What follows belongs to an exercise in optimizing a design on an open flow for small area; a production flow would make more cautious choices. Function was checked by simulation only, so behaviour that the tests miss may differ from the original. Power is estimated from default activity; no workload was simulated. The clock port is modelled as an ideal driver; clocking choices that lean on that would not hold on a real chip.

===== flow/design.v =====
package jesd204_tx_pkg;
   typedef logic [31:0] lane_word_t;
   typedef enum logic [1:0] {
      IDLE,
      PRIME,
      RUN
   } src_fifo_state_t;
endpackage
module jesd204_tx_sdpram #(
   parameter int unsigned Lanes = 4,
   parameter int unsigned Rows  = 16
) (
   input  logic                       clk_i,
   input  logic [Rows-1:0]            wr_row_i,
   input  logic [Rows-1:0]            hold_row_i,
   input  jesd204_tx_pkg::lane_word_t [Lanes-1:0]     wr_data_i,
   input  logic [Rows-1:0]            rd_row_i,
   output jesd204_tx_pkg::lane_word_t [Lanes-1:0]     rd_data_o
);
   localparam int unsigned W = Lanes * 32;
   logic [Rows-1:0][W-1:0] mem_q;
   logic [W-1:0]           wr_bits;
   logic [W-1:0]           rd_bits;
   assign wr_bits = wr_data_i;
   for (genvar i = 0; i < Rows; i++) begin : g_row
      always_ff @(posedge clk_i) begin
         mem_q[i] <= (wr_bits  & {W{wr_row_i[i]}})
                   | (mem_q[i] & {W{hold_row_i[i]}});
      end
   end
   always_comb begin
      rd_bits = '0;
      for (int i = 0; i < Rows; i++) begin
         rd_bits = rd_bits | ({W{rd_row_i[i]}} & mem_q[i]);
      end
   end
   assign rd_data_o = rd_bits;
endmodule
module jesd204_tx_src_fifo #(
   parameter int unsigned LANES  = 4,
   parameter int unsigned DEPTH  = 16,
   parameter int unsigned THRESH = 8
) (
   input  logic                       CLK,
   input  logic                       RST_n,
   input  logic                       S_VALID,
   output logic                       S_READY,
   input  jesd204_tx_pkg::lane_word_t [LANES-1:0]     S_DATA,
   input  logic                       RDY,
   output jesd204_tx_pkg::lane_word_t [LANES-1:0]     DI,
   output logic [$clog2(DEPTH):0]     LEVEL,
   output logic                       UNDERFLOW,
   input  logic                       CLR_ERR
);
   localparam int unsigned PW   = $clog2(DEPTH) + 1;
   localparam int unsigned ROWS = (THRESH + 1 < DEPTH) ? THRESH + 1 : DEPTH;
   localparam int unsigned MAXL = (THRESH + 1 < DEPTH) ? THRESH + 1 : DEPTH;
   localparam int unsigned LW   = $clog2(MAXL + 1);
   jesd204_tx_pkg::src_fifo_state_t state_q, state_d;
   logic [LW-1:0]   level_q, level_d;
   logic [ROWS-1:0] wr_oh_q, wr_oh_d;      
   logic [ROWS-1:0] wr_ohn_q;              
   logic [ROWS-1:0] rd_oh_q, rd_oh_d;      
   logic [ROWS-1:0] di_row_q;              
   logic            underflow_q, underflow_d;
   logic            full, empty, push, wr_en, pop, flush, uf_set, reach;
   logic [ROWS-1:0] wr_row, hold_row;
   assign full  = (LW'(DEPTH) == level_q) && (DEPTH <= MAXL);
   assign empty = (level_q == '0);
   assign S_READY = !full || (state_q == jesd204_tx_pkg::IDLE);
   assign push    = S_VALID && S_READY;
   assign wr_en   = push && !flush;
   assign LEVEL   = PW'(level_q);
   assign reach = ({1'b0, level_q} + (LW + 1)'(push)) >= (LW + 1)'(THRESH);
   always_comb begin
      state_d = state_q;
      pop     = 1'b0;
      flush   = 1'b0;
      uf_set  = 1'b0;
      unique case (state_q)
         jesd204_tx_pkg::IDLE: begin
            flush = 1'b1;
            state_d = jesd204_tx_pkg::PRIME;
         end
         jesd204_tx_pkg::PRIME: begin
            if (reach) begin
               state_d = jesd204_tx_pkg::RUN;
            end
         end
         jesd204_tx_pkg::RUN: begin
            if (empty) begin
               uf_set  = 1'b1;
               state_d = jesd204_tx_pkg::PRIME;
            end else begin
               pop = 1'b1;
            end
         end
         default: state_d = jesd204_tx_pkg::IDLE;
      endcase
      if (!RDY) begin
         state_d = jesd204_tx_pkg::IDLE;
         pop     = 1'b0;
         uf_set  = 1'b0;
      end
   end
   always_comb begin
      level_d = level_q;
      wr_oh_d = wr_oh_q;
      rd_oh_d = rd_oh_q;
      if (flush) begin
         level_d = '0;
         rd_oh_d = wr_oh_q;
      end else begin
         if (wr_en) begin
            wr_oh_d = {wr_oh_q[ROWS-2:0], wr_oh_q[ROWS-1]};
         end
         if (pop) begin
            rd_oh_d = {rd_oh_q[ROWS-2:0], rd_oh_q[ROWS-1]};
         end
         level_d = level_q + LW'(wr_en) - LW'(pop);
      end
   end
   assign underflow_d = uf_set || (underflow_q && !CLR_ERR);
   always_ff @(posedge CLK or negedge RST_n) begin
      if (!RST_n) begin
         state_q     <= jesd204_tx_pkg::IDLE;
         level_q     <= '0;
         wr_oh_q     <= ROWS'(1);
         wr_ohn_q    <= ~ROWS'(1);
         rd_oh_q     <= ROWS'(1);
         di_row_q    <= '0;
         underflow_q <= 1'b0;
      end else begin
         state_q     <= state_d;
         level_q     <= level_d;
         wr_oh_q     <= wr_oh_d;
         wr_ohn_q    <= ~wr_oh_d;
         rd_oh_q     <= rd_oh_d;
         di_row_q    <= pop ? rd_oh_q : '0;
         underflow_q <= underflow_d;
      end
   end
   assign UNDERFLOW = underflow_q;
   for (genvar i = 0; i < ROWS; i++) begin : g_row
      assign wr_row[i]   = wr_en && wr_oh_q[i];
      assign hold_row[i] = wr_ohn_q[i] || full;
   end
   jesd204_tx_sdpram #(
      .Lanes (LANES),
      .Rows  (ROWS)
   ) u_ram (
      .clk_i      (CLK),
      .wr_row_i   (wr_row),
      .hold_row_i (hold_row),
      .wr_data_i  (S_DATA),
      .rd_row_i   (di_row_q),
      .rd_data_o  (DI)
   );
endmodule

===== flow/config.mk =====
export PLATFORM = sky130hd
export DESIGN_NAME = jesd204_tx_src_fifo
export DESIGN_NICKNAME = jesd204_tx_src_fifo
export VERILOG_FILES = /design/flow/design.v
export SDC_FILE = /design/flow/constraint.sdc
export NUM_CORES = 4
export LEC_CHECK = 0
export CAP_MARGIN = 0
export CORE_MARGIN = 2
export CORE_UTILIZATION = 70
export CTS_BUF_LIST = sky130_fd_sc_hd__clkbuf_16
export CTS_CLUSTER_DIAMETER = 50
export CTS_CLUSTER_SIZE = 30
export SLEW_MARGIN = 0

===== flow/constraint.sdc =====
create_clock -name core_clock -period 5.0 [get_ports {CLK}]
set_input_delay 1.0000 -clock core_clock [delete_from_list [all_inputs] [get_ports {CLK}]]
set_output_delay 1.0000 -clock core_clock [all_outputs]
set_load 0.01 [all_outputs]

===== flow/run.sh =====
#!/bin/bash
# synth_recipe.tcl (not shown) runs the flow's synth.tcl, then flattens the netlist and writes it again
# the make line also repeats each setting of config.mk as NAME=value (left out here)
make -C /OpenROAD-flow-scripts/flow DESIGN_CONFIG=/design/flow/config.mk WORK_HOME=/design/flow/orfs CLKGATE_MAP_FILE= SYNTH_SCRIPT=/design/flow/synth_recipe.tcl finish

==> metrics.md, run 1 <==
| Metric | Value |
|---|---|
| Routed vias/inst | `approximately 8` |
| Cells after synthesis | `3,610` |
| Post-route cell area | `around 48,000 sq um` |
| WS Path Type | `reg2out` |
| Setup ws final | `about 0.70 ns` |
| Post-synth cell types | `37` |
| Global-route wire length before repair | `slightly above 200,000 microns` |
| Antenna violations before repair | `20` |
| P per Cell Area | `around 370 nW/um^2` |
| CTS Root Cell | `clkbuf_16` |
| FILL cells | `between 3k and 4k` |
| Crit path time final | `between 4 and 5 ns` |
| Worst-Skew Late Latency | `a little under 0.7 ns` |
| DIE AREA | `about 63,000 sq um` |
| H-tree Lvls | `3` |
| Area contributors post-synth | `dfxtp_1, a22o_1, a222oi_1` |
| RSZ-0062 raised after global routing | `no` |
| Core area | `around 60,000 sq um` |
| Cell area after synthesis | `roughly 43,000 sq um` |
| DP Area | `44,600 sq um` |
| Tot GR Track Use | `0.417` |
| I/O Buffers | `~270` |
| Status | `no timing/DRC/antenna violations` |
| # rows | `90` |
| Post-synth top flop | `dfxtp_1` |
| Crit-path max FO | `63` |
| Slew Limit Fails | `0` |
| Initial drt markers | `approximately 5.8k` |
| Final nets | `~3.7k` |
| Hold_ws | `between 0.4 and 0.5 ns` |
| CTS clk-pin slew, worst paths | `around 0.090 ns` |
| Die Ht | `roughly 250 microns` |
| Final Hold Vio Count | `0` |
| Buffers from clock root to sink, at most | `3` |
| Post-CTS Setup Repair Bufs | `0` |
| Sinks on Clock Net | `roughly 1.2k` |
| Number of global-route vias before repair | `34.8k` |
| Syn_nets | `approximately 3.8k` |
| Layout Area Growth over Synthesis | `12.2%` |
| Cts repair resizes | `0` |
| Max_cap viols | `0` |
| Clk_skew | `approximately 0.032 ns` |
| Ys async rst share | `0.0360` |
| Rel. slew slack | `0.147` |
| DP Worst Slack | `1.31 ns` |
| Post-DP HPWL | `about 70,000 microns` |
| CTS tree | `built` |
| Drt pass-1 iters | `10` |
| EDFF count, synth | `0` |
| Reg-to-reg critical path endpoint | `level_q[2]$_DFF_PN0_` |
| Sum Neg Setup Slack | `0 ns` |
| Final wirelength | `around 140,000 microns` |
| Syn_area_per_cell | `approximately 12 sq um` |
| Layout Utilization | `0.794` |
| FF+latch count, synth | `between 1k and 1.5k` |
| Vias | `about 35k` |
| # IOs | `approximately 270` |
| Worst hold path type | `in2async` |
| DR DRC count | `0` |
| CP Capture Type | `output port` |
| DR WL/cell | `~31 microns` |
| Worst slew pin tran | `around 1.3 ns` |
| Yosys warning total | `2` |
| Critical path arrival | `3.30 ns` |
| GPL Wtd Cong | `roughly 0.82` |
| Part of the Yosys area used for sequential elements | `0.566` |
| Starting Density | `0.708` |
| Tcrit/Tclk final | `0.860` |
| Setup violators final | `0` |
| Dominant cell type by area after synthesis | `dfxtp_1` |
| Commonest cells in the netlist | `a22o_1, dfxtp_1, clkbuf_1` |
| Hold-fix buffers at CTS | `0` |
| CP startpoint kind | `flop` |
| Global route overflow | `0` |
| Reg2Reg Setup Slack | `1.93 ns` |
| Post-route antenna net violation count | `0` |
| Max Clock Freq | `between 0.2 and 0.25 GHz` |
| Largest net degree at the start of global routing | `around 110` |
| Chip width | `roughly 250 microns` |
| Yosys top cell area share | `0.541` |
| Layout cells sized above 1 | `0.0709` |
| TritonCTS buffer count | `89` |
| Reg2reg start | `state_q[0]$_DFFE_PN0P_` |
| Worst R2R Path Depth | `8` |
| Leakage | `0.0184 uW` |
| Worst path required time | `around 4 ns` |
| Most common cell in the netlist | `a22o_1` |
| Worst vdd ir | `roughly 0.36 mV` |
cell type report:
class	count	area (sq um)	share of cell area
Antenna cell	11	27.5	0.000575
Clock buffer	89	2230	0.0465
Clock inverter	79	1000	0.0209
Inverter	6	22.5	0.000471
Multi-Input combinational cell	1885	16000	0.334
Sequential cell	1195	24200	0.506
Tap cell	782	978	0.0204
Timing Repair Buffer	330	3410	0.0713
worst max-delay path by stage:
stage                           endpoint             startpoint  slack, ns
CTS                                DI[8]  di_row_q[6]$_DFF_PN0_       0.73
floorplan           level_q[3]$_DFF_PN0_                S_VALID       2.21
global route                       DI[8]  di_row_q[6]$_DFF_PN0_       0.68
global placement    level_q[2]$_DFF_PN0_                S_VALID       1.44
detailed placement  level_q[2]$_DFF_PN0_                S_VALID       1.31
finish                             DI[8]  di_row_q[6]$_DFF_PN0_       0.70
cell usage in the layout, fill, tap and decap left out, types with 10 or more instances in the layout:
cell / count
a21o_1: 11
a21oi_1: 11
a221oi_1: 129
a222oi_1: 128
a22o_1: 1289
a22oi_1: 128
and2_1: 11
buf_12: 22
buf_4: 43
clkbuf_16: 89
clkdlybuf4s50_1: 264
clkinv_8: 17
dfrtp_1: 23
dfrtp_4: 17
dfxtp_1: 1152
diode_2: 11
inv_1: 10
inv_8: 12
nand3_1: 129
metal layers:
| metal | track usage | wire [microns] |
|---|---|---|
| met5 | 0 | 110 |
| met4 | 0.177 | 5180 |
| met3 | 0.0996 | 17100 |
| met2 | 0.654 | 62000 |
| met1 | 0.554 | 51200 |
logic make-up after synthesis:
logic type                 after synthesis  share of synthesized area
AOI/OAI and AO/OA                     1711                      0.350
and+or+nand+nor                        161                     0.0197
adders and majority gates               10                    0.00311
xor gates and xnor gates                 1                   0.000205
DFF                                   1195                      0.566
other                                    2                   0.000176
buffers and inverters                  530                     0.0603
power by group:
part | leakage (uW) | switching (uW) | internal [uW] | total, uW
sequential | 0.00980 | 19.7 | 9520 | 9540
combinational | 0.00705 | 218 | 144 | 362
clock | 0.00156 | 4020 | 3740 | 7750
total | 0.0184 | 4250 | 13400 | 17700
registers in the layout, summed over array words and instances, names as in the netlist:
register	count
di_row_q	9
underflow_q	1
wr_ohn_q	9
wr_oh_q	9
level_q	4
u_ram.mem_q	1152
rd_oh_q	9
state_q	2
metrics by stage:
stage                     std cells  power, uW
final                          4377      17700
after global routing           4374      18100
after CTS                      4366      17700
after detailed placement       4198      10100
after global placement         4198      10100
after floorplan                3610       9960
worst max-delay path, stage by stage, from the launching register on:
cell             delay (ns)
dfrtp_4                1.07
buf_4                  0.54
a22o_1                 0.22
a221oi_1               0.06
nand3_1                0.18
clkdlybuf4s50_1        0.55
==> inputs of run 2 (changes only) <==
--- a/flow/config.mk
+++ b/flow/config.mk
@@ -8,7 +8,7 @@
 export CAP_MARGIN = 0
 export CORE_MARGIN = 2
-export CORE_UTILIZATION = 70
+export CORE_UTILIZATION = 60
 export CTS_BUF_LIST = sky130_fd_sc_hd__clkbuf_16
-export CTS_CLUSTER_DIAMETER = 50
-export CTS_CLUSTER_SIZE = 30
+export CTS_CLUSTER_DIAMETER = 60
+export CTS_CLUSTER_SIZE = 24
 export SLEW_MARGIN = 0
==> metrics.md, run 2 <==
| Metric | Value |
|---|---|
| Top reg by flops | `u_ram.mem_q` |
| Max Clock Freq | `0.224 GHz (-3.5%)` |
| Commonest cells in the netlist | `a22o_1, dfxtp_1, clkbuf_1` |
| Yosys top cell area share | `0.541 (unchanged)` |
| CP startpoint kind | `flop` |
| Most common cell in the netlist | `a22o_1` |
| WS Path Type | `reg2out` |
| DR WL/cell | `30.4 microns (-1.8%)` |
| Tcrit/Tclk final | `0.891 (+0.0314)` |
| Cts repair resizes | `0 (unchanged)` |
| Crit path buf inv count | `2 (unchanged)` |
| DIE AREA | `73,200 sq um (+16%)` |
| Worst hold path type | `in2async` |
| Slowest cell on the critical path | `dfrtp_4` |
| FILL cells | `5,304 (+48%)` |
| Yosys warning total | `2 (unchanged)` |
| Final nets | `3,634 (-0.44%)` |
| Final wirelength | `137,000 microns (+0.74%)` |
| Post-synth cell types | `37 (unchanged)` |
| I/O Buffers | `265 (unchanged)` |
| Syn_area_per_cell | `11.8 sq um (unchanged)` |
| Rel. slew slack | `0.180 (+0.0328)` |
| Commonest non-fill, non-tap cell in the layout | `a22o_1` |
| Cells after synthesis | `3,610 (unchanged)` |
| Most Used Layer, Global Route | `met2` |
| Cell area after synthesis | `42,600 sq um (unchanged)` |
| Clk_skew | `0.0253 ns (-0.00701 ns)` |
| Ys async rst share | `0.0360 (unchanged)` |
| Routed vias/inst | `7.51 (-5.3%)` |
| Crit path time final | `4.45 ns (+0.157 ns)` |
| CTS Root Cell | `clkbuf_16` |
| Die Ht | `271 microns (+7.9%)` |
| Post-synth top flop | `dfxtp_1` |
| Max reg flops | `1,152 (unchanged)` |
| Sinks on Clock Net | `1,195 (unchanged)` |
| FF+latch count, synth | `1,195 (unchanged)` |
| Max_cap viols | `0 (unchanged)` |
| Grt met1 use | `0.497 (-0.0574)` |
| Core area | `70,100 sq um (+16%)` |
| Crit path max-delay family | `flip-flops` |
| Status | `no timing/DRC/antenna violations` |
| CP Capture Type | `output port` |
| Crit-path max FO | `69 (+9.5%)` |
| Dominant cell type by area after synthesis | `dfxtp_1` |
| Commonest non-fill, non-tap cells in the layout | `a22o_1, dfxtp_1, clkdlybuf4s50_1, a221oi_1, nand3_1` |
| Final Hold Vio Count | `0 (unchanged)` |
| Starting Density | `0.608 (-0.0999)` |
| Layout cells sized above 1 | `0.0582 (-0.0127)` |
| TritonCTS buffer count | `71 (-20%)` |
| P per Cell Area | `345 nW/um^2 (-6.6%)` |
| # rows | `97 (+7.8%)` |
| Number of global-route vias before repair | `33.3k (-4.2%)` |
| Met3 Usage GRT | `0.0745 (-0.0251)` |
| Leakage | `0.0180 uW (-2.3%)` |
| Critical path arrival | `3.45 ns (+0.15 ns)` |
| Worst slew pin tran | `1.23 ns (-0.0492 ns)` |
| Part of the Yosys area used for sequential elements | `0.566 (unchanged)` |
| Post-CTS Setup Repair Bufs | `0 (unchanged)` |
| M2 GR Usage | `0.556 (-0.0984)` |
| # IOs | `268 (unchanged)` |
| Drt pass-1 iters | `9 (-1)` |
| Max incr delay on CP | `1.22 ns (+0.15 ns)` |
| Hold-fix buffers at CTS | `0 (unchanged)` |
| GPL Wtd Cong | `0.838 (+1.5%)` |
| Antenna violations before repair | `17 (-15%)` |
| Area contributors post-synth | `dfxtp_1, a22o_1, a222oi_1` |
| Tot GR Track Use | `0.358 (-0.0589)` |
| Buffers from clock root to sink, at most | `3 (unchanged)` |
| Layout Area Growth over Synthesis | `10.4%` |
| Worst path required time | `4.00 ns (about the same)` |
| H-tree Lvls | `3 (unchanged)` |
| EDFF count, synth | `0 (unchanged)` |
| Global route overflow | `0 (unchanged)` |
| RSZ-0062 raised after global routing | `no` |
| Total power | `16,200 uW (-8.1%)` |
| Sum Neg Setup Slack | `0 ns (unchanged)` |
| Initial drt markers | `4,970 (-14%)` |
| Setup violators final | `0 (unchanged)` |
| CP cell instances | `buf_4 > a22o_1 > a221oi_1 > nand3_1 > clkdlybuf4s50_1` |
| Post-route antenna net violation count | `0 (unchanged)` |
| Worst vdd ir | `0.307 mV (-15%)` |
| Slew Limit Fails | `0 (unchanged)` |
| Vias | `33.7k (-2.8%)` |
| Post-DP HPWL | `72,200 microns (+3.3%)` |
| Syn_nets | `3,753 (unchanged)` |
| Largest net degree at the start of global routing | `99 (-9.2%)` |
| Worst-Skew Late Latency | `0.65 ns (-0.03 ns)` |
| Chip width | `271 microns (+7.9%)` |
| CTS clk-pin slew, worst paths | `0.10 ns (about the same)` |
| CTS tree | `built` |
| Global-route wire length before repair | `206,000 microns (about the same)` |
| DR DRC count | `0 (unchanged)` |
-- run 2: cell counts after synthesis --
Identical to the previous run, type by type.
-- run 2: per-layer routing --
| layer | vias to the layer above | routed length [microns] |
|---|---|---|
| li1 | 14157 | - |
| met1 | 17225 | 56000 |
| met2 | 2083 | 61800 |
| met3 | 260 | 14800 |
| met4 | 10 | 3840 |
| met5 | - | 62 |
-- run 2: layout make-up --
class	instances	area, sq um	area share
sequential	1195	24200	0.514
multi-input combinational	1885	16000	0.339
timing repair buffer	332	3410	0.0725
clock buffer	73	1830	0.0388
tap	940	1180	0.0250
clock inverter	48	434	0.00922
antenna	13	32.5	0.000691
inverter	6	22.5	0.000478
-- run 2: logic make-up after synthesis --
| family | synth area share |
|---|---|
| simple gates | 0.0197 |
| flops | 0.566 |
| xor+xnor | 0.000205 |
| compound gates | 0.350 |
| other cells | 0.000176 |
| buf+inv | 0.0603 |
| fa+ha+maj | 0.00311 |
-- run 2: per-stage QoR --
stage | hold WS [ns] | instance area [sq um] | cells | worst slack (ns) | util
6_report | 0.483 | 47100 | 4492 | 0.545 | 0.671
5_1_grt | 0.500 | 47100 | 4489 | 0.494 | 0.671
4_1_cts | 0.486 | 47100 | 4479 | 0.590 | 0.671
3_5_place_dp | 0.464 | 44800 | 4358 | 1.30 | 0.639
3_3_place_gp | 0.460 | 44800 | 4358 | 1.34 | 0.639
2_1_floorplan | 0.448 | 42600 | 3610 | 2.21 | -
-- run 2: final timing paths --
path / cells past startpoint / endpoint / slack (ns) / start
setup / recovery: 5 / DI[109] / 0.55 / di_row_q[0]$_DFF_PN0_
min in group core_clock: 1 / u_ram.mem_q[757]$_DFF_P_ / 0.48 / u_ram.mem_q[757]$_DFF_P_
hold reg to reg: 1 / u_ram.mem_q[757]$_DFF_P_ / 0.48 / u_ram.mem_q[757]$_DFF_P_
setup reg to reg: 8 / level_q[2]$_DFF_PN0_ / 1.95 / state_q[0]$_DFFE_PN0P_
max in group asynchronous: 1 / wr_ohn_q[6]$_DFF_PN0_ / 3.79 / RST_n
hold / removal: 1 / underflow_q$_DFF_PN0_ / 0.48 / RST_n
-- run 2: report_power, final --
group          internal (uW)  total (uW)  switching (uW)
Combinational            146         371             225
Clock                   2920        6310            3390
Sequential              9520        9540            19.7
-- run 2: worst register-to-register path: cells and delay by family, from the launching register on --
family / cells / cell delay [ns]
adder cells (fa/ha/maj): 3 / 1.07
AND/OR/NAND/NOR: 3 / 0.99
flip-flops: 1 / 0.62
XOR/XNOR: 1 / 0.18
buffers and inverters: 1 / 0.05
==> inputs of run 3 (changes only) <==
==> flow/flow/run.sh (new file) <==
#!/bin/bash
# Own layout flow: the standard flow (standard.sh, unchanged synthesis) with two
# placement/CTS arguments changed:
#  - port buffers use the smallest buffer cell (buf_1) instead of the tool's default pick;
#  - CTS builds its tree without dummy loads, from clkbuf_16 leaf clusters.
# Everything else, including config.mk's settings in config.mk, is the standard flow.
set -euo pipefail
here=$(pwd)
{
  echo ""
  echo "export BUFFER_PORTS_ARGS = -buffer_cell sky130_fd_sc_hd__buf_1"
  echo "export CTS_ARGS = -sink_clustering_enable -repair_clock_nets -dont_use_dummy_load -buf_list sky130_fd_sc_hd__clkbuf_16 -sink_clustering_size 30 -sink_clustering_max_diameter 50"
} >> "$here/config.mk"
bash "$here/standard.sh" > "$here/standard_flow.log" 2>&1
==> flow/standard.sh (new file) <==
#!/bin/bash
# synth_recipe.tcl (not shown) runs the flow's synth.tcl, then flattens the netlist and writes it again
# the make line also repeats each setting of config.mk as NAME=value (left out here)
make -C /OpenROAD-flow-scripts/flow DESIGN_CONFIG=/design/flow/config.mk WORK_HOME=/design/flow/orfs CLKGATE_MAP_FILE= SYNTH_SCRIPT=/design/flow/synth_recipe.tcl "${@:-finish}"
--- a/flow/config.mk
+++ b/flow/config.mk
@@ -9,6 +9,6 @@
 export CORE_MARGIN = 2
 export CORE_UTILIZATION = 60
-export CTS_BUF_LIST = sky130_fd_sc_hd__clkbuf_16
-export CTS_CLUSTER_DIAMETER = 60
-export CTS_CLUSTER_SIZE = 24
 export SLEW_MARGIN = 0
+
+export BUFFER_PORTS_ARGS = -buffer_cell sky130_fd_sc_hd__buf_1
+export CTS_ARGS = -sink_clustering_enable -repair_clock_nets -dont_use_dummy_load -buf_list sky130_fd_sc_hd__clkbuf_16 -sink_clustering_size 30 -sink_clustering_max_diameter 50
removed: flow/run.sh
==> metrics.md, run 3 <==
| Metric | Value |
|---|---|
| Number of global-route vias before repair | `34.1k (+2.3%)` |
| Grt met1 use | `0.485 (-0.0118)` |
| Reg-to-reg critical path endpoint | `level_q[2]$_DFF_PN0_` |
| Worst slew pin tran | `1.27 ns (+0.0429 ns)` |
| Worst path required time | `4.00 ns (about the same)` |
| Post-synth cell types | `37 (unchanged)` |
| Post-route antenna net violation count | `0 (unchanged)` |
| Cells after synthesis | `3,610 (unchanged)` |
| WS Path Type | `reg2out` |
| Crit path launch | `di_row_q[4]$_DFF_PN0_` |
| Clk_skew | `0.0494 ns (+0.0241 ns)` |
| Reg2Reg Setup Slack | `1.94 ns (about the same)` |
| Dominant cell type by area after synthesis | `dfxtp_1` |
| Largest net degree at the start of global routing | `90 (-9.1%)` |
| Routed vias/inst | `7.61 (+1.3%)` |
| # IOs | `268 (unchanged)` |
| Reg2reg start | `state_q[0]$_DFFE_PN0P_` |
| Yosys top cell area share | `0.541 (unchanged)` |
| M2 GR Usage | `0.589 (+0.0333)` |
| Sinks on Clock Net | `1,195 (unchanged)` |
| Initial drt markers | `4,689 (-5.7%)` |
| Crit-path max FO | `60 (-13%)` |
| Final wirelength | `139,000 microns (+1.4%)` |
| Syn_nets | `3,753 (unchanged)` |
| Post-synth top flop | `dfxtp_1` |
| Ys async rst share | `0.0360 (unchanged)` |
| Global-route wire length before repair | `210,000 microns (+1.6%)` |
| CTS Root Cell | `clkbuf_16` |
| Worst vdd ir | `0.281 mV (-8.6%)` |
| Part of the Yosys area used for sequential elements | `0.566 (unchanged)` |
| Top reg by flops | `u_ram.mem_q` |
| Register area | `24,200 sq um (unchanged)` |
| Max reg flops | `1,152 (unchanged)` |
| Cts repair resizes | `0 (unchanged)` |
| Commonest cells in the netlist | `a22o_1, dfxtp_1, clkbuf_1` |
| Setup violators final | `0 (unchanged)` |
| Tcrit/Tclk final | `0.785 (-0.106)` |
| CTS tree | `built` |
| Crit path time final | `3.93 ns (-0.529 ns)` |
| Worst-Skew Late Latency | `0.66 ns (about the same)` |
| Final Hold Vio Count | `0 (unchanged)` |
| CP Capture Type | `output port` |
| RSZ-0062 raised after global routing | `no` |
| Area occupied by multi-input gates | `16,000 sq um (unchanged)` |
| Most Used Layer, Global Route | `met2` |
| DR DRC count | `0 (unchanged)` |
| Drt pass-1 iters | `8 (-1)` |
| Tot GR Track Use | `0.364 (+0.00623)` |
| Slew Limit Fails | `0 (unchanged)` |
| Worst setup path end | `DI[11]` |
| Commonest non-fill, non-tap cells in the layout | `a22o_1, dfxtp_1, buf_1, a221oi_1, nand3_1` |
| Max Clock Freq | `0.255 GHz (+13%)` |
| Non-filler cells, final | `4,463 (-0.65%)` |
| Placed Cells | `4,349 (-0.21%)` |
| FILL cells | `5,429 (+2.4%)` |
| DR WL/cell | `31.0 microns (+2.1%)` |
| Area contributors post-synth | `dfxtp_1, a22o_1, a222oi_1` |
| CP startpoint kind | `flop` |
| Critical path arrival | `2.93 ns (-0.52 ns)` |
| H-tree Lvls | `3 (unchanged)` |
| Met3 Usage GRT | `0.0761 (+0.00160)` |
| Chip width | `271 microns (unchanged)` |
| Layout cells sized above 1 | `0.0544 (-0.00381)` |
| Global route overflow | `0 (unchanged)` |
| Post-DP HPWL | `71,100 microns (-1.4%)` |
| Commonest non-fill, non-tap cell in the layout | `a22o_1` |
| P per Cell Area | `365 nW/um^2 (+6.0%)` |
| Starting Density | `0.608 (unchanged)` |
| Hold-fix buffers at CTS | `0 (unchanged)` |
| Worst hold path type | `reg2reg` |
| Cell area after synthesis | `42,600 sq um (unchanged)` |
| Die Ht | `271 microns (unchanged)` |
| FF+latch count, synth | `1,195 (unchanged)` |
| Worst R2R Path Depth | `8 (unchanged)` |
| Sum Neg Setup Slack | `0 ns (unchanged)` |
| TritonCTS buffer count | `102 (+44%)` |
| Post-CTS Setup Repair Bufs | `0 (unchanged)` |
| DIE AREA | `73,200 sq um (unchanged)` |
| Final nets | `3,656 (+0.61%)` |
| Buffers from clock root to sink, at most | `3 (unchanged)` |
| # rows | `97 (unchanged)` |
| EDFF count, synth | `0 (unchanged)` |
| Layout Area Growth over Synthesis | `7.04%` |
| CTS clk-pin slew, worst paths | `0.07 ns (-0.03 ns)` |
| Syn_area_per_cell | `11.8 sq um (unchanged)` |
| Max_cap viols | `0 (unchanged)` |
| Most common cell in the netlist | `a22o_1` |
| Antenna violations before repair | `20 (+3)` |
| Status | `no timing/DRC/antenna violations` |
| GPL Wtd Cong | `0.813 (-2.9%)` |
| Leakage | `0.0174 uW (-3.2%)` |
| Total power | `16,700 uW (+2.8%)` |
| Yosys warning total | `2 (unchanged)` |
| Core area | `70,100 sq um (unchanged)` |
| Rel. slew slack | `0.151 (-0.0286)` |
| I/O Buffers | `265 (unchanged)` |
| Vias | `33.9k (+0.62%)` |
[run 3: worst min path at each step]
| stage | start | endpoint | slack (ns) | depth (start not counted) |
|---|---|---|---|---|
| 3_3_place_gp | u_ram.mem_q[647]$_DFF_P_ | u_ram.mem_q[647]$_DFF_P_ | 0.46 | 1 |
| 3_5_place_dp | u_ram.mem_q[689]$_DFF_P_ | u_ram.mem_q[689]$_DFF_P_ | 0.46 | 1 |
| 2_1_floorplan | u_ram.mem_q[382]$_DFF_P_ | u_ram.mem_q[382]$_DFF_P_ | 0.45 | 1 |
| 6_report | u_ram.mem_q[1047]$_DFF_P_ | u_ram.mem_q[1047]$_DFF_P_ | 0.48 | 1 |
| 4_1_cts | u_ram.mem_q[925]$_DFF_P_ | u_ram.mem_q[925]$_DFF_P_ | 0.48 | 1 |
| 5_1_grt | u_ram.mem_q[128]$_DFF_P_ | u_ram.mem_q[128]$_DFF_P_ | 0.49 | 1 |
[run 3: area by class of cell]
class | instances | area share
clock buffers | 102 | 0.0559
repair buffers | 323 | 0.0368
well taps | 940 | 0.0258
flip-flops and latches | 1195 | 0.530
inverters | 6 | 0.000493
multi-input cells | 1885 | 0.350
diodes | 12 | 0.000658
[run 3: where the power goes]
| part | leakage, uW | switching, uW | internal (uW) | total [uW] |
|---|---|---|---|---|
| registers | 0.00980 | 20.4 | 9530 | 9550 |
| clock network | 0.00126 | 3270 | 3570 | 6840 |
| logic | 0.00635 | 217 | 63.5 | 281 |
[run 3: logic make-up (layout without fill, tap and decap cells)]
family / count (synthesis) / in the layout / share of synthesized area
buf+inv: 530 / 431 / 0.0603
compound gates: 1711 / 1711 / 0.350
flops: 1195 / 1195 / 0.566
xor+xnor: 1 / 1 / 0.000205
other cells: 2 / 14 / 0.000176
simple gates: 161 / 161 / 0.0197
fa+ha+maj: 10 / 10 / 0.00311
[run 3: metrics by stage]
step	util	hold WS, ns	setup WS [ns]	area, sq um
floorplan	-	0.448	2.21	42600
global placement	0.614	0.461	1.72	43100
detailed placement	0.614	0.463	1.68	43100
CTS	0.650	0.480	1.06	45600
global route	0.651	0.487	0.996	45600
finish	0.651	0.480	1.07	45600
[run 3: worst max-delay path, cell delays in order (launching register included)]
cell	delay [ns]
dfrtp_4	1.13
buf_4	0.51
a222oi_1	0.18
nand3_1	0.17
buf_1	0.26
[run 3: routing by layer]
| layer | wire length (microns) | vias up |
|---|---|---|
| met5 | 112 | - |
| met4 | 3640 | 18 |
| met3 | 15100 | 275 |
| met2 | 64500 | 2100 |
| met1 | 55200 | 17382 |
| li1 | - | 14168 |
==> inputs of run 4 (changes only) <==
--- a/flow/flow/run.sh
+++ b/flow/flow/run.sh
@@ -10,5 +10,5 @@
   echo ""
   echo "export BUFFER_PORTS_ARGS = -buffer_cell sky130_fd_sc_hd__buf_1"
-  echo "export CTS_ARGS = -sink_clustering_enable -repair_clock_nets -dont_use_dummy_load -buf_list sky130_fd_sc_hd__clkbuf_16 -sink_clustering_size 30 -sink_clustering_max_diameter 50"
+  echo "export CTS_ARGS = -sink_clustering_enable -repair_clock_nets -dont_use_dummy_load -buf_list sky130_fd_sc_hd__clkbuf_16 -sink_clustering_size 24 -sink_clustering_max_diameter 60"
 } >> "$here/config.mk"
 bash "$here/standard.sh" > "$here/standard_flow.log" 2>&1
--- a/flow/config.mk
+++ b/flow/config.mk
@@ -12,3 +12,3 @@
 
 export BUFFER_PORTS_ARGS = -buffer_cell sky130_fd_sc_hd__buf_1
-export CTS_ARGS = -sink_clustering_enable -repair_clock_nets -dont_use_dummy_load -buf_list sky130_fd_sc_hd__clkbuf_16 -sink_clustering_size 30 -sink_clustering_max_diameter 50
+export CTS_ARGS = -sink_clustering_enable -repair_clock_nets -dont_use_dummy_load -buf_list sky130_fd_sc_hd__clkbuf_16 -sink_clustering_size 24 -sink_clustering_max_diameter 60
==> metrics.md, run 4 <==
| Metric | Value |
|---|---|
| Setup violators final | `0 (unchanged)` |
| Part of the Yosys area used for sequential elements | `0.566 (unchanged)` |
| RSZ-0062 raised after global routing | `no` |
| Top reg by flops | `u_ram.mem_q` |
| Clk_skew | `0.0568 ns (+0.00739 ns)` |
| Worst R2R Path Depth | `8 (unchanged)` |
| Largest net degree at the start of global routing | `90 (unchanged)` |
| Crit path launch | `di_row_q[8]$_DFF_PN0_` |
| Slew Limit Fails | `0 (unchanged)` |
| DP Worst Slack | `1.68 ns (unchanged)` |
| Met3 Usage GRT | `0.0735 (-0.00257)` |
| Reg2reg start | `state_q[0]$_DFFE_PN0P_` |
| Layout cells sized above 1 | `0.0460 (-0.00842)` |
| Clock power frac | `0.363 (-0.047)` |
| Die Ht | `271 microns (unchanged)` |
| Max_cap viols | `0 (unchanged)` |
| Post-Synth Adder-Cell Area | `0.00311 (unchanged)` |
| Cts repair resizes | `0 (unchanged)` |
| CTS Root Cell | `clkbuf_16` |
| Crit path max-delay family | `flip-flops` |
| Crit-path max FO | `52 (-13%)` |
| Post-synth cell types | `37 (unchanged)` |
| Main combinational cell family by area after synthesis | `compound AO/OA/AOI/OAI gates` |
| Post-route antenna net violation count | `0 (unchanged)` |
| Cell area after synthesis | `42,600 sq um (unchanged)` |
| Sinks on Clock Net | `1,195 (unchanged)` |
| Worst path required time | `4.00 ns (about the same)` |
| CP Capture Type | `output port` |
| Core area | `70,100 sq um (unchanged)` |
| Post-CTS Setup Repair Bufs | `0 (unchanged)` |
| Critical path depth | `4 (unchanged)` |
| Compound-Gate Fraction of Synth Area | `0.350 (unchanged)` |
| Post-synth top flop | `dfxtp_1` |
| Post-DP HPWL | `71,100 microns (unchanged)` |
| Commonest cells in the netlist | `a22o_1, dfxtp_1, clkbuf_1` |
| Final Hold Vio Count | `0 (unchanged)` |
| CTS clk-pin slew, worst paths | `0.08 ns (about the same)` |
| Comb pwr share | `0.018 (about the same)` |
| Worst slew pin tran | `1.27 ns (+0.0000689 ns)` |
| FF+latch count, synth | `1,195 (unchanged)` |
| H-tree Lvls | `3 (unchanged)` |
| TritonCTS buffer count | `71 (-30%)` |
| CP startpoint kind | `flop` |
| Grt met1 use | `0.487 (+0.00176)` |
| DP Area | `43,100 sq um (unchanged)` |
| Max incr delay on CP | `1.04 ns (-0.09 ns)` |
| Syn_area_per_cell | `11.8 sq um (unchanged)` |
| Max Clock Freq | `0.254 GHz (-0.10%)` |
| # rows | `97 (unchanged)` |
| WS Path Type | `reg2out` |
| Switching share of power | `0.214 (+0.00314)` |
| Global-route wire length before repair | `209,000 microns (-0.30%)` |
| I/O Buffers | `265 (unchanged)` |
| Leakage | `0.0170 uW (-2.2%)` |
| DR WL/cell | `31.2 microns (+0.49%)` |
| Chip width | `271 microns (unchanged)` |
| CTS tree | `built` |
| Internal power | `12,100 uW (-7.9%)` |
| Worst hold path type | `reg2reg` |
| Setup ws final | `1.07 ns (-0.00399 ns)` |
| Starting Density | `0.608 (unchanged)` |
| Final wirelength | `138,000 microns (-0.23%)` |
| DR DRC count | `0 (unchanged)` |
| Global route overflow | `0 (unchanged)` |
| Tcrit/Tclk final | `0.786 (+0.000798)` |
| Number of global-route vias before repair | `33.9k (-0.41%)` |
| Most Used Layer, Global Route | `met2` |
| Mux cell area share after synthesis | `0 (unchanged)` |
| Crit path time final | `3.93 ns (+0.00399 ns)` |
| # IOs | `268 (unchanged)` |
| Antenna violations before repair | `21 (+5.0%)` |
| GPL Wtd Cong | `0.813 (unchanged)` |
| Tot GR Track Use | `0.363 (-0.000836)` |
| Rel. slew slack | `0.151 (about the same)` |
| P_sw | `3290 uW (-6.2%)` |
| M2 GR Usage | `0.581 (-0.00837)` |
| Slowest cell on the critical path | `dfrtp_4` |
| Area contributors post-synth | `dfxtp_1, a22o_1, a222oi_1` |
| DIE AREA | `73,200 sq um (unchanged)` |
| Crit path buf inv count | `2 (unchanged)` |
| Status | `no timing/DRC/antenna violations` |
| Cells after synthesis | `3,610 (unchanged)` |
| Max reg flops | `1,152 (unchanged)` |
| Hold path start | `u_ram.mem_q[1047]$_DFF_P_` |
| Simple-Gate Fraction of Synth Area | `0.0197 (unchanged)` |
| Critical path arrival | `2.93 ns (about the same)` |
| Drt pass-1 iters | `9 (+1)` |
| P per Cell Area | `344 nW/um^2 (-6.0%)` |
| Buffers from clock root to sink, at most | `3 (unchanged)` |
| Ys async rst share | `0.0360 (unchanged)` |
| Commonest non-fill, non-tap cell in the layout | `a22o_1` |
| Sum Neg Setup Slack | `0 ns (unchanged)` |
| Yosys warning total | `2 (unchanged)` |
| Hold-fix buffers at CTS | `0 (unchanged)` |
| Most common cell in the netlist | `a22o_1` |
| Commonest non-fill, non-tap cells in the layout | `a22o_1, dfxtp_1, buf_1, a221oi_1, nand3_1` |
| EDFF count, synth | `0 (unchanged)` |
| Post-synthesis xor/xnor area fraction | `0.000205 (unchanged)` |
| Initial drt markers | `4,649 (-0.85%)` |
| Dominant cell type by area after synthesis | `dfxtp_1` |
| Layout Area Growth over Synthesis | `5.22%` |
| Vias | `33.7k (-0.57%)` |
| Syn_nets | `3,753 (unchanged)` |
| Post-route cell area | `44,900 sq um (-1.7%)` |
| CP cell instances | `buf_4 > a221oi_1 > nand3_1 > buf_1` |
| Routed vias/inst | `7.62 (+0.14%)` |
| Hold Path Depth | `1 (unchanged)` |
| Worst vdd ir | `0.264 mV (-6.1%)` |
| Yosys top cell area share | `0.541 (unchanged)` |
| Worst-Skew Late Latency | `0.65 ns (about the same)` |
| Power share of the sequential group | `0.619 (+0.046)` |
| Final nets | `3,625 (-0.85%)` |
run 4: cell counts after synthesis:
Identical to the previous run, type by type.
run 4: logic make-up after synthesis:
family | count (synthesis)
XOR/XNOR | 1
buffers and inverters | 530
AO/OA/AOI/OAI | 1711
adder cells (fa/ha/maj) | 10
AND/OR/NAND/NOR | 161
other | 2
flip-flops | 1195
run 4: final timing paths:
| check | endpoint | slack (ns) |
|---|---|---|
| max in group asynchronous | di_row_q[4]$_DFF_PN0_ | 3.67 |
| worst min-delay path | u_ram.mem_q[1047]$_DFF_P_ | 0.48 |
| worst max register to register | level_q[2]$_DFF_PN0_ | 1.91 |
| worst max-delay path | DI[121] | 1.07 |
| worst min register to register | u_ram.mem_q[1047]$_DFF_P_ | 0.48 |
| min in group asynchronous | wr_ohn_q[1]$_DFF_PN0_ | 0.53 |
run 4: power groups by stage:
stage,Combinational [uW],Sequential (uW),Clock [uW]
after floorplan,197,9760,0
after global placement,263,9770,0
after detailed placement,275,9770,0
after CTS,277,9540,5630
after global routing,311,9550,5980
final,281,9550,5590
run 4: cell type report:
cell class | instances | area [sq um]
inverter | 6 | 22.5
sequential | 1195 | 24200
tap | 940 | 1180
fill | 5508 | 25300
antenna | 11 | 27.5
multi-input combinational | 1885 | 16000
timing repair buffer | 323 | 1680
clock buffer | 71 | 1780
run 4: per-layer routing:
layer	vias to the layer above	part of all wire
met5	-	0.00094
met4	20	0.031
li1	14091	-
met1	17216	0.40
met3	309	0.11
met2	2112	0.46
run 4: metrics by stage:
step	hold slack, ns	power [uW]	utilization	cells
after global placement	0.461	10000	0.614	4349
after detailed placement	0.463	10000	0.614	4349
after floorplan	0.448	9960	-	3610
after global routing	0.497	15800	0.640	4431
final	0.479	15400	0.640	4431
after CTS	0.482	15400	0.639	4420
==> inputs of run 5 (changes only) <==
--- a/flow/flow/run.sh
+++ b/flow/flow/run.sh
@@ -10,5 +10,5 @@
   echo ""
   echo "export BUFFER_PORTS_ARGS = -buffer_cell sky130_fd_sc_hd__buf_1"
-  echo "export CTS_ARGS = -sink_clustering_enable -repair_clock_nets -dont_use_dummy_load -buf_list sky130_fd_sc_hd__clkbuf_16 -sink_clustering_size 24 -sink_clustering_max_diameter 60"
+  echo "export CTS_ARGS = -sink_clustering_enable -repair_clock_nets -dont_use_dummy_load -buf_list sky130_fd_sc_hd__clkbuf_16 -sink_clustering_size 28 -sink_clustering_max_diameter 75"
 } >> "$here/config.mk"
 bash "$here/standard.sh" > "$here/standard_flow.log" 2>&1
--- a/flow/config.mk
+++ b/flow/config.mk
@@ -12,3 +12,3 @@
 
 export BUFFER_PORTS_ARGS = -buffer_cell sky130_fd_sc_hd__buf_1
-export CTS_ARGS = -sink_clustering_enable -repair_clock_nets -dont_use_dummy_load -buf_list sky130_fd_sc_hd__clkbuf_16 -sink_clustering_size 24 -sink_clustering_max_diameter 60
+export CTS_ARGS = -sink_clustering_enable -repair_clock_nets -dont_use_dummy_load -buf_list sky130_fd_sc_hd__clkbuf_16 -sink_clustering_size 28 -sink_clustering_max_diameter 75
==> metrics.md, run 5 <==
| Metric | Value |
|---|---|
| Max reg flops | `1,152 (unchanged)` |
| Final wirelength | `137,000 microns (-0.59%)` |
| Layout cells sized above 1 | `0.0405 (-0.00551)` |
| # IOs | `268 (unchanged)` |
| Hold_ws | `0.479 ns (+0.000361 ns)` |
| Hold-fix buffers at CTS | `0 (unchanged)` |
| DP Worst Slack | `1.68 ns (unchanged)` |
| WS Path Type | `reg2out` |
| Dominant cell type by area after synthesis | `dfxtp_1` |
| Clk_skew | `0.0447 ns (-0.0121 ns)` |
| Setup ws final | `1.07 ns (-0.00146 ns)` |
| Post-synthesis xor/xnor area fraction | `0.000205 (unchanged)` |
| Largest net degree at the start of global routing | `90 (unchanged)` |
| Routed vias/inst | `7.61 (about the same)` |
| Drt pass-1 iters | `7 (-2)` |
| Commonest cells in the netlist | `a22o_1, dfxtp_1, clkbuf_1` |
| Simple-Gate Fraction of Synth Area | `0.0197 (unchanged)` |
| DIE AREA | `73,200 sq um (unchanged)` |
| Setup violators final | `0 (unchanged)` |
| Antenna violations before repair | `21 (unchanged)` |
| Chip width | `271 microns (unchanged)` |
| Compound-Gate Fraction of Synth Area | `0.350 (unchanged)` |
| Cells after synthesis | `3,610 (unchanged)` |
| Global route overflow | `0 (unchanged)` |
| Vias | `33.6k (-0.54%)` |
| Worst path required time | `4.00 ns (about the same)` |
| Post-route antenna net violation count | `0 (unchanged)` |
| Reg2Reg Setup Slack | `1.89 ns (-0.02 ns)` |
| Status | `no timing/DRC/antenna violations` |
| DP Area | `43,100 sq um (unchanged)` |
| FF+latch count, synth | `1,195 (unchanged)` |
| Post-route cell area | `44,400 sq um (-1.1%)` |
| Hold Path Depth | `1 (unchanged)` |
| Commonest non-fill, non-tap cell in the layout | `a22o_1` |
| Critical path arrival | `2.93 ns (about the same)` |
| Sinks on Clock Net | `1,195 (unchanged)` |
| Cts repair resizes | `0 (unchanged)` |
| Reg2reg start | `state_q[0]$_DFFE_PN0P_` |
| Part of the Yosys area used for sequential elements | `0.566 (unchanged)` |
| Yosys top cell area share | `0.541 (unchanged)` |
| Starting Density | `0.608 (unchanged)` |
| CTS Root Cell | `clkbuf_16` |
| TritonCTS buffer count | `51 (-28%)` |
| Initial drt markers | `4,781 (+2.8%)` |
| Crit-path max FO | `52 (unchanged)` |
| Reg-to-reg critical path endpoint | `level_q[3]$_DFF_PN0_` |
| Post-synth top flop | `dfxtp_1` |
| H-tree Lvls | `2 (-1)` |
| Final Hold Vio Count | `0 (unchanged)` |
| Worst hold path type | `reg2reg` |
| Worst R2R Path Depth | `8 (unchanged)` |
| Number of global-route vias before repair | `33.6k (-0.91%)` |
| CTS clk-pin slew, worst paths | `0.10 ns (+0.02 ns)` |
| Max incr delay on CP | `1.04 ns (about the same)` |
| Yosys warning total | `2 (unchanged)` |
| Worst Hold End | `u_ram.mem_q[899]$_DFF_P_` |
| Cell area after synthesis | `42,600 sq um (unchanged)` |
| Area contributors post-synth | `dfxtp_1, a22o_1, a222oi_1` |
| Layout Area Growth over Synthesis | `4.04%` |
| Max Clock Freq | `0.254 GHz (about the same)` |
| Total power | `14,600 uW (-5.6%)` |
| Post-Synth Adder-Cell Area | `0.00311 (unchanged)` |
| Worst vdd ir | `0.290 mV (+10%)` |
| CTS tree | `built` |
| DR WL/cell | `31.2 microns (-0.14%)` |
| GPL Wtd Cong | `0.813 (unchanged)` |
| P per Cell Area | `328 nW/um^2 (-4.5%)` |
| Core area | `70,100 sq um (unchanged)` |
| Syn_nets | `3,753 (unchanged)` |
| Worst-Skew Late Latency | `0.66 ns (about the same)` |
| Most common cell in the netlist | `a22o_1` |
| Leakage | `0.0168 uW (-1.4%)` |
| CP startpoint kind | `flop` |
| # rows | `97 (unchanged)` |
| Buffers from clock root to sink, at most | `3 (unchanged)` |
| CP cell instances | `buf_4 > a221oi_1 > nand3_1 > buf_1` |
| Ys async rst share | `0.0360 (unchanged)` |
| Final nets | `3,605 (-0.55%)` |
| DR DRC count | `0 (unchanged)` |
| Commonest non-fill, non-tap cells in the layout | `a22o_1, dfxtp_1, buf_1, a221oi_1, nand3_1` |
| RSZ-0062 raised after global routing | `no` |
| Post-DP HPWL | `71,100 microns (unchanged)` |
| Top reg by flops | `u_ram.mem_q` |
| EDFF count, synth | `0 (unchanged)` |
| Tot GR Track Use | `0.360 (-0.00304)` |
| Slew Limit Fails | `0 (unchanged)` |
| Hold path start | `u_ram.mem_q[899]$_DFF_P_` |
| Syn_area_per_cell | `11.8 sq um (unchanged)` |
| Mux cell area share after synthesis | `0 (unchanged)` |
| Max_cap viols | `0 (unchanged)` |
| CP Capture Type | `output port` |
| Worst slew pin tran | `1.29 ns (+0.0197 ns)` |
| Global-route wire length before repair | `208,000 microns (-0.59%)` |
| Slowest cell on the critical path | `dfrtp_4` |
| Die Ht | `271 microns (unchanged)` |
| Tcrit/Tclk final | `0.786 (about the same)` |
| Post-CTS Setup Repair Bufs | `0 (unchanged)` |
| Main combinational cell family by area after synthesis | `compound AO/OA/AOI/OAI gates` |
| Post-synth cell types | `37 (unchanged)` |
| Crit path time final | `3.93 ns (+0.00146 ns)` |
| Rel. slew slack | `0.138 (-0.0131)` |
| I/O Buffers | `265 (unchanged)` |
| Sum Neg Setup Slack | `0 ns (unchanged)` |
[run 5: area by class of cell]
class	instances	area (sq um)
fill	5553	25800
sequential	1195	24200
multi-input combinational	1885	16000
timing repair buffer	323	1680
clock buffer	51	1280
tap	940	1180
antenna	11	27.5
inverter	6	22.5
[run 5: through the flow]
stage          cells  utilization
2_1_floorplan   3610            -
3_3_place_gp    4349        0.614
3_5_place_dp    4349        0.614
4_1_cts         4400        0.632
5_1_grt         4411        0.632
6_report        4411        0.632
[run 5: power breakdown]
part	total, uW	switching, uW	internal, uW
clock network	4730	2890	1830
logic	281	218	63.6
registers	9550	20.8	9530
total	14600	3130	11400
[run 5: worst max-delay path by stage]
stage	start	end	slack [ns]	cells after the start
after floorplan	S_VALID	level_q[3]$_DFF_PN0_	2.21	9
after global placement	S_VALID	level_q[2]$_DFF_PN0_	1.72	8
after detailed placement	S_VALID	level_q[2]$_DFF_PN0_	1.68	8
after CTS	di_row_q[6]$_DFF_PN0_	DI[0]	1.06	5
after global routing	di_row_q[8]$_DFF_PN0_	DI[119]	1.00	4
final	di_row_q[8]$_DFF_PN0_	DI[121]	1.07	4
[run 5: kinds of logic after synthesis]
kind of cell / Yosys count
fa+ha+maj: 10
compound gates: 1711
other cells: 2
flops: 1195
buf+inv: 530
xor+xnor: 1
simple gates: 161
[run 5: critical path: cells and delay by family, from the launching register on]
kind | cells | cell delay [ns]
flops | 1 | 1.04
compound gates | 1 | 0.17
simple gates | 1 | 0.22
buf+inv | 2 | 0.77
[run 5: metal layers]
metal / up-vias / track usage / part of all wire
met4: 20 / 0.125 / 0.026
li1: 14040 / - / -
met1: 17188 / 0.485 / 0.40
met3: 250 / 0.0667 / 0.10
met5: - / 0 / 0.00095
met2: 2068 / 0.583 / 0.46
==> inputs of run 6 (changes only) <==
--- a/flow/flow/run.sh
+++ b/flow/flow/run.sh
@@ -10,5 +10,5 @@
   echo ""
   echo "export BUFFER_PORTS_ARGS = -buffer_cell sky130_fd_sc_hd__buf_1"
-  echo "export CTS_ARGS = -sink_clustering_enable -repair_clock_nets -dont_use_dummy_load -buf_list sky130_fd_sc_hd__clkbuf_16 -sink_clustering_size 28 -sink_clustering_max_diameter 75"
+  echo "export CTS_ARGS = -sink_clustering_enable -repair_clock_nets -dont_use_dummy_load -buf_list sky130_fd_sc_hd__clkbuf_16 -sink_clustering_size 30 -sink_clustering_max_diameter 90"
 } >> "$here/config.mk"
 bash "$here/standard.sh" > "$here/standard_flow.log" 2>&1
--- a/flow/config.mk
+++ b/flow/config.mk
@@ -12,3 +12,3 @@
 
 export BUFFER_PORTS_ARGS = -buffer_cell sky130_fd_sc_hd__buf_1
-export CTS_ARGS = -sink_clustering_enable -repair_clock_nets -dont_use_dummy_load -buf_list sky130_fd_sc_hd__clkbuf_16 -sink_clustering_size 28 -sink_clustering_max_diameter 75
+export CTS_ARGS = -sink_clustering_enable -repair_clock_nets -dont_use_dummy_load -buf_list sky130_fd_sc_hd__clkbuf_16 -sink_clustering_size 30 -sink_clustering_max_diameter 90
==> metrics.md, run 6 <==
| Metric | Value |
|---|---|
| CTS Root Cell | `clkbuf_16` |
| Layout Area Growth over Synthesis | `3.76%` |
| Internal power | `11,300 uW (-1.4%)` |
| P_sw | `3100 uW (-1.0%)` |
| Commonest non-fill, non-tap cell in the layout | `a22o_1` |
| Post-synth cell types | `37 (unchanged)` |
| Number of global-route vias before repair | `33.6k (-0.16%)` |
| Most common cell in the netlist | `a22o_1` |
| Yosys top cell area share | `0.541 (unchanged)` |
| DR DRC count | `0 (unchanged)` |
| Post-route cell area | `44,200 sq um (-0.27%)` |
| Initial drt markers | `4,780 (-0.021%)` |
| CP startpoint kind | `flop` |
| Post-route antenna net violation count | `0 (unchanged)` |
| Cts repair resizes | `0 (unchanged)` |
| Dominant cell type by area after synthesis | `dfxtp_1` |
| WS Path Type | `reg2out` |
| P per Cell Area | `325 nW/um^2 (-1.1%)` |
| DIE AREA | `73,200 sq um (unchanged)` |
| Cells after synthesis | `3,610 (unchanged)` |
| Clk_skew | `0.0755 ns (+0.0308 ns)` |
| Chip width | `271 microns (unchanged)` |
| Layout cells sized above 1 | `0.0391 (-0.00139)` |
| Global route overflow | `0 (unchanged)` |
| Final Hold Vio Count | `0 (unchanged)` |
| Rel. slew slack | `0.139 (+0.00134)` |
| Status | `no timing/DRC/antenna violations` |
| Area contributors post-synth | `dfxtp_1, a22o_1, a222oi_1` |
| Buffers from clock root to sink, at most | `3 (unchanged)` |
| I/O Buffers | `265 (unchanged)` |
| FF+latch count, synth | `1,195 (unchanged)` |
| Vias | `33.5k (-0.27%)` |
| Syn_area_per_cell | `11.8 sq um (unchanged)` |
| Worst Hold End | `wr_ohn_q[2]$_DFF_PN0_` |
| Sum Neg Setup Slack | `0 ns (unchanged)` |
| Largest net degree at the start of global routing | `90 (unchanged)` |
| Top reg by flops | `u_ram.mem_q` |
| CP cell instances | `buf_4 > a22o_1 > a221oi_1 > nand3_1 > buf_1` |
| Reg-to-reg critical path endpoint | `level_q[3]$_DFF_PN0_` |
| Final wirelength | `137,000 microns (about the same)` |
| Drt pass-1 iters | `8 (+1)` |
| Worst path required time | `4.00 ns (about the same)` |
| Yosys warning total | `2 (unchanged)` |
| Sinks on Clock Net | `1,195 (unchanged)` |
| H-tree Lvls | `2 (unchanged)` |
| Antenna violations before repair | `22 (+4.8%)` |
| Comb pwr share | `0.020 (about the same)` |
| Worst slew pin tran | `1.29 ns (-0.00202 ns)` |
| Hold_ws | `0.451 ns (-0.0280 ns)` |
| Non-filler cells, final | `4,408 (-0.068%)` |
| Tcrit/Tclk final | `0.782 (-0.00382)` |
| Syn_nets | `3,753 (unchanged)` |
| Slowest cell on the critical path | `dfrtp_4` |
| Starting Density | `0.608 (unchanged)` |
| DR WL/cell | `31.2 microns (about the same)` |
| Die Ht | `271 microns (unchanged)` |
| EDFF count, synth | `0 (unchanged)` |
| Layout Utilization | `0.631 (-0.00171)` |
| GPL Wtd Cong | `0.813 (unchanged)` |
| Slew Limit Fails | `0 (unchanged)` |
| Mux cell area share after synthesis | `0 (unchanged)` |
| Hold path start | `wr_oh_q[2]$_DFF_PN0_` |
| Power share of the sequential group | `0.665 (+0.009)` |
| Tot GR Track Use | `0.360 (about the same)` |
| Reg2Reg Setup Slack | `1.85 ns (-0.04 ns)` |
| TritonCTS buffer count | `46 (-9.8%)` |
| Max Clock Freq | `0.256 GHz (+0.49%)` |
| Final nets | `3,600 (-0.14%)` |
| Commonest cells in the netlist | `a22o_1, dfxtp_1, clkbuf_1` |
| Placed Cells | `4,349 (unchanged)` |
| Global-route wire length before repair | `208,000 microns (about the same)` |
| DP Area | `43,100 sq um (unchanged)` |
| Hold Path Depth | `1 (unchanged)` |
| Worst hold path type | `reg2reg` |
| Simple-Gate Fraction of Synth Area | `0.0197 (unchanged)` |
| CTS tree | `built` |
| Setup violators final | `0 (unchanged)` |
| Worst-Skew Late Latency | `0.65 ns (about the same)` |
| Crit path time final | `3.91 ns (-0.0191 ns)` |
| Crit path buf inv count | `2 (unchanged)` |
| Critical path arrival | `2.91 ns (-0.02 ns)` |
| Compound-Gate Fraction of Synth Area | `0.350 (unchanged)` |
| Max_cap viols | `0 (unchanged)` |
| Clock power frac | `0.315 (-0.010)` |
| Hold-fix buffers at CTS | `0 (unchanged)` |
| Reg2reg start | `state_q[0]$_DFFE_PN0P_` |
| Leakage | `0.0167 uW (-0.37%)` |
| Crit-path max FO | `55 (+5.8%)` |
| Cell area after synthesis | `42,600 sq um (unchanged)` |
| Post-Synth Adder-Cell Area | `0.00311 (unchanged)` |
| Routed vias/inst | `7.59 (-0.21%)` |
| RSZ-0062 raised after global routing | `no` |
| Post-synthesis xor/xnor area fraction | `0.000205 (unchanged)` |
| CP Capture Type | `output port` |
| Worst R2R Path Depth | `8 (unchanged)` |
| CTS clk-pin slew, worst paths | `0.12 ns (+0.02 ns)` |
| Main combinational cell family by area after synthesis | `compound AO/OA/AOI/OAI gates` |
| Core area | `70,100 sq um (unchanged)` |
| Post-synth top flop | `dfxtp_1` |
| Ys async rst share | `0.0360 (unchanged)` |
| Switching share of power | `0.216 (+0.000636)` |
| Worst vdd ir | `0.255 mV (-12%)` |
| # IOs | `268 (unchanged)` |
| Post-CTS Setup Repair Bufs | `0 (unchanged)` |
| Post-DP HPWL | `71,100 microns (unchanged)` |
| Commonest non-fill, non-tap cells in the layout | `a22o_1, dfxtp_1, buf_1, a221oi_1, nand3_1` |
| Part of the Yosys area used for sequential elements | `0.566 (unchanged)` |
| Max reg flops | `1,152 (unchanged)` |
| # rows | `97 (unchanged)` |
| Max incr delay on CP | `1.04 ns (about the same)` |
| Crit path max-delay family | `flip-flops` |
run 6: cell type report:
class / instances / area [sq um]
clock buffers: 46 / 1150
multi-input cells: 1885 / 16000
flip-flops and latches: 1195 / 24200
fillers: 5564 / 25900
repair buffers: 323 / 1680
diodes: 13 / 32.5
well taps: 940 / 1180
inverters: 6 / 22.5
run 6: cells by family after synthesis:
logic type,count (synthesis)
compound gates,1711
xor+xnor,1
fa+ha+maj,10
buf+inv,530
other cells,2
simple gates,161
flops,1195
run 6: worst max path at each step:
stage / startpoint / end / slack (ns) / cells after the start
2_1_floorplan: S_VALID / level_q[3]$_DFF_PN0_ / 2.21 / 9
3_3_place_gp: S_VALID / level_q[2]$_DFF_PN0_ / 1.72 / 8
3_5_place_dp: S_VALID / level_q[2]$_DFF_PN0_ / 1.68 / 8
4_1_cts: di_row_q[6]$_DFF_PN0_ / DI[0] / 1.07 / 5
5_1_grt: di_row_q[8]$_DFF_PN0_ / DI[121] / 1.01 / 4
6_report: di_row_q[6]$_DFF_PN0_ / DI[0] / 1.09 / 5
run 6: per-layer routing:
layer / track usage / share of wire / up-vias
met5: 0 / 0.00073 / -
met4: 0.129 / 0.028 / 18
met3: 0.0650 / 0.10 / 260
met2: 0.580 / 0.46 / 2051
met1: 0.488 / 0.41 / 17111
li1: - / - / 14034
run 6: power groups by stage:
stage	Clock [uW]	Sequential [uW]	Combinational (uW)
global placement	0	9770	263
CTS	4560	9550	276
finish	4530	9550	281
global route	4900	9560	310
detailed placement	0	9770	275
floorplan	0	9760	197
run 6: through the flow:
step / total power [uW] / setup WS (ns)
2_1_floorplan: 9960 / 2.21
3_3_place_gp: 10000 / 1.72
3_5_place_dp: 10000 / 1.68
4_1_cts: 14400 / 1.07
5_1_grt: 14800 / 1.01
6_report: 14400 / 1.09

afterwards: timing with drivers on the ports:
The flow's constraints put no driver on any port. The routed layouts listed below were extracted and timed again, unchanged, in two steps.
Step 1 (the two cells are an assumption about what drives the block):
set clk [get_ports {CLK}]
set_driving_cell -lib_cell sky130_fd_sc_hd__clkbuf_16 $clk
set_driving_cell -lib_cell sky130_fd_sc_hd__buf_2 [delete_from_list [all_inputs] $clk]
Step 2 adds t to the input delays and takes it off the output delays; t is the mean of the earliest and latest rising clock arrival at the registers after step 1. Input paths then give back, and output paths get back, about the clock's delay inside the block.
Slacks: ideal ports / drivers / drivers and shift; pairs: ideal ports / drivers.
run | t, ns | setup WS [ns] | hold slack, ns
run 1 | 0.732 | 0.702 / 0.633 / 1.273 | 0.460 / 0.415 / 0.485
run 2 | 0.708 | 0.545 / 0.476 / 1.184 | 0.483 / 0.440 / 0.484
run 3 | 0.716 | 1.074 / 1.005 / 1.652 | 0.480 / 0.468 / 0.480
run 4 | 0.696 | 1.070 / 1.000 / 1.620 | 0.479 / 0.479 / 0.479
run 5 | 0.712 | 1.069 / 0.999 / 1.608 | 0.479 / 0.460 / 0.479
run 6 | 0.682 | 1.088 / 1.019 / 1.595 | 0.451 / 0.451 / 0.451
After both steps setup and hold are still met in every run listed.
